This is an optimization exercise on Yosys and OpenROAD, whose aim is small area, not a production implementation.
In this exercise RTL edits were held to simulation tests only and were not proved equivalent to the original.
No activity file was given, so power comes from the tool's default toggle rates.

==> try-pepper <==
==> flow/design.v <==
module atsc_dc_blocker #(
    parameter int LOG2_LEN = 6,
    parameter int SR_CTRL  = 132
) (
    input  logic        ce_clk,
    input  logic        ce_rst,
    input  logic        set_stb,
    input  logic [7:0]  set_addr,
    input  logic [31:0] set_data,
    input  logic [31:0] in_tdata,
    input  logic        in_tlast,
    input  logic        in_tvalid,
    output logic        in_tready,
    output logic [31:0] out_tdata,
    output logic        out_tlast,
    output logic        out_tvalid,
    input  logic        out_tready
);
    localparam int N  = 1 << LOG2_LEN;
    localparam int SW = 16 + LOG2_LEN;
    localparam logic [7:0] CTRL_ADDR = 8'(SR_CTRL);
    localparam int KS = 11;   
    localparam int KD = 9;    
    function automatic logic [SW-1:0] csadd(input logic [SW-1:0] a, input logic [SW-1:0] b,
                                            input logic cin, input int K);
        logic c, h, run;
        logic [SW-1:0] r;
        c = cin;
        h = 1'b0;
        for (int k = 0; k < SW; k++) begin
            if (k == K) begin
                h = c;
                c = 1'b0;
            end
            r[k] = a[k] ^ b[k] ^ c;
            c    = (a[k] & b[k]) | (c & (a[k] ^ b[k]));
        end
        run = 1'b1;
        for (int k = 0; k < SW; k++) begin
            if (k < K) begin
                csadd[k] = r[k];
            end else begin
                csadd[k] = r[k] ^ (h & run);
                run      = run & r[k];
            end
        end
    endfunction
    function automatic logic [SW+15:0] comp(input logic [15:0] x, input logic [SW-1:0] base,
                                            input logic mean_en, input logic [15:0] nold);
        logic [SW-1:0] xe, me, s, c, t, d;
        logic [15:0]   mean, res;
        logic          e, g;
        mean = base[SW-1:LOG2_LEN] & {16{mean_en}};
        xe   = {{(SW-16){x[15]}}, x};
        me   = ~{{(SW-16){mean[15]}}, mean};
        d    = csadd(xe, me, 1'b1, KD);
        if (d[16] != d[15]) res = d[16] ? 16'h8000 : 16'h7fff;
        else                res = d[15:0];
        e = x[15] ^ nold[15];
        g = x[15] & nold[15];
        for (int k = 0; k < SW; k++) begin
            if (k < 16) begin
                s[k] = base[k] ^ x[k] ^ nold[k];
                c[k] = (base[k] & x[k]) | (base[k] & nold[k]) | (x[k] & nold[k]);
            end else begin
                s[k] = base[k] ^ e;
                c[k] = g | (base[k] & e);
            end
        end
        t = csadd(s, {c[SW-2:0], 1'b1}, 1'b0, KS);
        comp = {res, t};
    endfunction
    function automatic logic [5:0] lfsr_next(input logic [5:0] v);
        lfsr_next = {v[4:0], v[5] ^ v[4]};
    endfunction
    localparam logic [5:0] CNT_ONE = 6'b000001;   
    function automatic logic [5:0] lfsr_after(input int n);
        logic [5:0] v;
        v = CNT_ONE;
        for (int k = 0; k < n; k++) v = lfsr_next(v);
        lfsr_after = v;
    endfunction
    localparam logic [5:0] CNT_LAST = lfsr_after(62);
    logic                    out_tvalid_q;
    logic [31:0]             out_tdata_q;
    logic                    out_tlast_q;
    logic [SW-1:0]           sum_i_q, sum_q_q;
    logic [5:0]              cnt_q;
    logic                    full_q;
    logic                    bypass_q;
    logic                    clear_q;
    logic [31:0]             win [N];
    logic                    accept, ctrl_wr, old_vld;
    logic [SW-1:0]           base_i, base_q;
    logic [15:0]             nold_i, nold_q;
    logic [SW+15:0]          r_i, r_q;
    logic                    unused_bits;
    assign in_tready  = ~out_tvalid_q | out_tready;
    assign accept     = in_tvalid & in_tready;
    assign ctrl_wr    = set_stb & (set_addr == CTRL_ADDR);
    assign out_tdata  = out_tdata_q;
    assign out_tlast  = out_tlast_q;
    assign out_tvalid = out_tvalid_q;
    assign old_vld = full_q & ~clear_q;
    assign base_i  = clear_q ? '0 : sum_i_q;
    assign base_q  = clear_q ? '0 : sum_q_q;
    assign nold_i  = ~({16{old_vld}} & win[N-1][31:16]);
    assign nold_q  = ~({16{old_vld}} & win[N-1][15:0]);
    assign r_i     = comp(in_tdata[31:16], base_i, ~bypass_q, nold_i);
    assign r_q     = comp(in_tdata[15:0],  base_q, ~bypass_q, nold_q);
    assign unused_bits = ^{set_data[31:2]};
    always_ff @(posedge ce_clk or posedge ce_rst) begin
        if (ce_rst) begin
            out_tvalid_q <= 1'b0;
            bypass_q     <= 1'b0;
            clear_q      <= 1'b1;
        end else begin
            out_tvalid_q <= accept | (out_tvalid_q & ~out_tready);
            if (ctrl_wr) bypass_q <= set_data[0];
            clear_q      <= (ctrl_wr & set_data[1]) | (clear_q & ~accept);
        end
    end
    always_ff @(posedge ce_clk) begin
        if (accept) begin
            out_tdata_q <= {r_i[SW+15:SW], r_q[SW+15:SW]};
            out_tlast_q <= in_tlast;
            sum_i_q     <= r_i[SW-1:0];
            sum_q_q     <= r_q[SW-1:0];
            cnt_q       <= clear_q ? CNT_ONE : lfsr_next(cnt_q);
            full_q      <= ~clear_q & (full_q | (cnt_q == CNT_LAST));
            win[0]      <= in_tdata;
            for (int k = 1; k < N; k++) win[k] <= win[k-1];
        end
    end
endmodule
==> flow/flow/run.sh <==
#!/bin/bash
# Layout flow: the standard flow (standard.sh), with the clock tree built from smaller
# clock buffers in larger clusters and no dummy loads, and one-unit buffers on the ports.
# ORFS reads CTS_ARGS and BUFFER_PORTS_ARGS from the environment.
set -e
export CTS_ARGS="-sink_clustering_enable -repair_clock_nets -dont_use_dummy_load -buf_list sky130_fd_sc_hd__clkbuf_8 -sink_clustering_buffer sky130_fd_sc_hd__clkbuf_8 -sink_clustering_size 20 -sink_clustering_max_diameter 45"
export BUFFER_PORTS_ARGS="-buffer_cell sky130_fd_sc_hd__buf_1"
bash standard.sh > standard.log 2>&1
==> flow/standard.sh <==
#!/bin/bash
# synth_recipe.tcl (not shown) runs the flow's synth.tcl, then flattens the netlist and writes it again
# the make line also repeats each setting of config.mk as NAME=value (left out here)
make -C /OpenROAD-flow-scripts/flow DESIGN_CONFIG=/design/flow/config.mk WORK_HOME=/design/flow/orfs CLKGATE_MAP_FILE= SYNTH_SCRIPT=/design/flow/synth_recipe.tcl "${@:-finish}"
==> flow/config.mk <==
export PLATFORM = sky130hd
export DESIGN_NAME = atsc_dc_blocker
export DESIGN_NICKNAME = atsc_dc_blocker
export VERILOG_FILES = /design/flow/design.v
export SDC_FILE = /design/flow/constraint.sdc
export NUM_CORES = 4
export LEC_CHECK = 0
export CAP_MARGIN = 0
export CORE_MARGIN = 2
export CORE_UTILIZATION = 80
export PLACE_DENSITY = 0.85
export SLEW_MARGIN = 0
==> flow/constraint.sdc <==
create_clock -name core_clock -period 8.0 [get_ports {ce_clk}]
set_input_delay 1.6000 -clock core_clock [delete_from_list [all_inputs] [get_ports {ce_clk}]]
set_output_delay 1.6000 -clock core_clock [all_outputs]
set_load 0.01 [all_outputs]
==> try-nickel (differences from try-pepper) <==
--- a/flow/design.v
+++ b/flow/design.v
@@ -48,25 +48,19 @@
     function automatic logic [SW+15:0] comp(input logic [15:0] x, input logic [SW-1:0] base,
                                             input logic mean_en, input logic [15:0] nold);
-        logic [SW-1:0] xe, me, s, c, t, d;
-        logic [15:0]   mean, res;
-        logic          e, g;
+        logic [SW-1:0] s, c, t, r;
+        logic [15:0]   mean, xo, mo, no, res;
         mean = base[SW-1:LOG2_LEN] & {16{mean_en}};
-        xe   = {{(SW-16){x[15]}}, x};
-        me   = ~{{(SW-16){mean[15]}}, mean};
-        d    = csadd(xe, me, 1'b1, KD);
-        if (d[16] != d[15]) res = d[16] ? 16'h8000 : 16'h7fff;
-        else                res = d[15:0];
-        e = x[15] ^ nold[15];
-        g = x[15] & nold[15];
-        for (int k = 0; k < SW; k++) begin
-            if (k < 16) begin
-                s[k] = base[k] ^ x[k] ^ nold[k];
-                c[k] = (base[k] & x[k]) | (base[k] & nold[k]) | (x[k] & nold[k]);
-            end else begin
-                s[k] = base[k] ^ e;
-                c[k] = g | (base[k] & e);
-            end
+        xo   = x ^ 16'h8000;
+        mo   = ~(mean ^ 16'h8000);
+        no   = nold ^ 16'h8000;
+        r    = csadd({{(SW-16){1'b0}}, xo}, {{(SW-16){1'b0}}, mo}, 1'b1, KD);
+        if (r[16] == r[15]) res = r[16] ? 16'h7fff : 16'h8000;
+        else                res = r[15:0];
+        for (int k = 0; k < 16; k++) begin
+            s[k] = base[k] ^ xo[k] ^ no[k];
+            c[k] = (base[k] & xo[k]) | (base[k] & no[k]) | (xo[k] & no[k]);
         end
-        t = csadd(s, {c[SW-2:0], 1'b1}, 1'b0, KS);
+        s[SW-1:16] = base[SW-1:16];
+        t = csadd(s, {{(SW-16){~c[15]}}, c[14:0], 1'b1}, 1'b0, KS);
         comp = {res, t};
     endfunction
CORE_UTILIZATION = 70   (was 80)
PLACE_DENSITY = unset   (was 0.85)
==> try-onyx (differences from try-pepper) <==
==> flow/design.v (replaced) <==
module atsc_dc_blocker #(
    parameter int LOG2_LEN = 6,
    parameter int SR_CTRL  = 132
) (
    input  logic        ce_clk,
    input  logic        ce_rst,
    input  logic        set_stb,
    input  logic [7:0]  set_addr,
    input  logic [31:0] set_data,
    input  logic [31:0] in_tdata,
    input  logic        in_tlast,
    input  logic        in_tvalid,
    output logic        in_tready,
    output logic [31:0] out_tdata,
    output logic        out_tlast,
    output logic        out_tvalid,
    input  logic        out_tready
);
    localparam int N  = 1 << LOG2_LEN;
    localparam int SW = 16 + LOG2_LEN;
    localparam logic [7:0] CTRL_ADDR = 8'(SR_CTRL);
    logic                    out_tvalid_q;
    logic [31:0]             out_tdata_q;
    logic                    out_tlast_q;
    logic signed [SW-1:0]    sum_i_q, sum_q_q;
    logic [LOG2_LEN-1:0]     cnt_q;
    logic                    full_q;
    logic                    bypass_q;
    logic                    clear_q;
    logic [31:0]             win [N];
    logic                    accept, ctrl_wr, old_vld;
    logic signed [SW-1:0]    base_i, base_q;
    logic signed [15:0]      x_i, x_q, old_i, old_q, mean_i, mean_q;
    logic signed [16:0]      diff_i, diff_q;
    logic [15:0]             res_i, res_q;
    logic                    unused_bits;
    assign in_tready  = ~out_tvalid_q | out_tready;
    assign accept     = in_tvalid & in_tready;
    assign ctrl_wr    = set_stb & (set_addr == CTRL_ADDR);
    assign out_tdata  = out_tdata_q;
    assign out_tlast  = out_tlast_q;
    assign out_tvalid = out_tvalid_q;
    assign old_vld = full_q & ~clear_q;
    assign base_i  = clear_q ? '0 : sum_i_q;
    assign base_q  = clear_q ? '0 : sum_q_q;
    assign x_i    = in_tdata[31:16];
    assign x_q    = in_tdata[15:0];
    assign old_i  = old_vld ? win[N-1][31:16] : '0;
    assign old_q  = old_vld ? win[N-1][15:0]  : '0;
    assign mean_i = base_i[SW-1:LOG2_LEN];
    assign mean_q = base_q[SW-1:LOG2_LEN];
    assign diff_i = 17'(x_i) - 17'(mean_i);
    assign diff_q = 17'(x_q) - 17'(mean_q);
    assign res_i = (diff_i[16] != diff_i[15]) ? (diff_i[16] ? 16'h8000 : 16'h7fff) : diff_i[15:0];
    assign res_q = (diff_q[16] != diff_q[15]) ? (diff_q[16] ? 16'h8000 : 16'h7fff) : diff_q[15:0];
    assign unused_bits = ^{set_data[31:2]};
    always_ff @(posedge ce_clk or posedge ce_rst) begin
        if (ce_rst) begin
            out_tvalid_q <= 1'b0;
            bypass_q     <= 1'b0;
            clear_q      <= 1'b1;
        end else begin
            out_tvalid_q <= accept | (out_tvalid_q & ~out_tready);
            if (ctrl_wr) bypass_q <= set_data[0];
            clear_q      <= (ctrl_wr & set_data[1]) | (clear_q & ~accept);
        end
    end
    always_ff @(posedge ce_clk) begin
        if (accept) begin
            out_tdata_q <= bypass_q ? in_tdata : {res_i, res_q};
            out_tlast_q <= in_tlast;
            sum_i_q     <= base_i + SW'(x_i) - SW'(old_i);
            sum_q_q     <= base_q + SW'(x_q) - SW'(old_q);
            cnt_q       <= clear_q ? LOG2_LEN'(1) : cnt_q + LOG2_LEN'(1);
            full_q      <= ~clear_q & (full_q | (&cnt_q));
            win[0]      <= in_tdata;
            for (int k = 1; k < N; k++) win[k] <= win[k-1];
        end
    end
endmodule
==> flow/run.sh (new file) <==
#!/bin/bash
# synth_recipe.tcl (not shown) runs the flow's synth.tcl, then flattens the netlist and writes it again
# the make line also repeats each setting of config.mk as NAME=value (left out here)
make -C /OpenROAD-flow-scripts/flow DESIGN_CONFIG=/design/flow/config.mk WORK_HOME=/design/flow/orfs CLKGATE_MAP_FILE= SYNTH_SCRIPT=/design/flow/synth_recipe.tcl finish
CAP_MARGIN = 20   (was 0)
CORE_UTILIZATION = 40   (was 80)
PLACE_DENSITY = unset   (was 0.85)
SLEW_MARGIN = 20   (was 0)
removed: flow/flow/run.sh
removed: flow/standard.sh
==> comparison <==
try-onyx produced a clean layout. try-pepper never finished: it broke off in detailed placement (3_5_place_dp). try-nickel completed with no timing, DRC or antenna violations.
Against try-nickel, the clock skew of try-onyx is lower by 0.034 ns.
Between try-onyx and try-nickel, the lower hold slack is in try-nickel (gap 0.0099 ns).
Against try-nickel, the first-iteration DRC count of try-onyx is higher by 16%.
Power: try-nickel is smaller than try-onyx (20%).
Against try-nickel, the sequential share of layout area of try-onyx is lower by 8.9 points.
Of try-onyx and try-nickel, try-onyx has the higher die area (gap about 80%, measured against try-nickel).
Of try-nickel and try-pepper, try-pepper has the higher synthesized cell count (gap about 1.6%, measured against try-pepper).
Against try-onyx, the maximum frequency of try-nickel is lower by 22%.
In flip-flop and latch count, try-nickel and try-onyx do not differ.

## afterwards: timing with drivers on the ports
No port has a modelled driver above. Below, the same layouts with a new extraction and two added sets of constraints.
Step 1 assumes that a clkbuf_16 drives the clock port and a buf_2 every other input.
Step 2, shift: input delay + t, output delay - t, t = (earliest + latest rising clock arrival at the registers) / 2. This alone moves slack from input paths to output paths.
Three values: ideal, step 1, step 2; two values: the first two.
run | t (ns) | setup WS [ns] | worst setup path at the end | pins driven straight from the clock port
try-nickel | 0.882 | 1.283 / 1.283 / 0.867 | input to register | 1
try-onyx | 0.869 | 2.744 / 2.793 / 1.924 | input to register | 1
After both steps setup and hold are still met in every run listed. The setup slack of try-onyx, which loses most, moves by +0.049 ns with the drivers and by -0.820 ns with both steps.
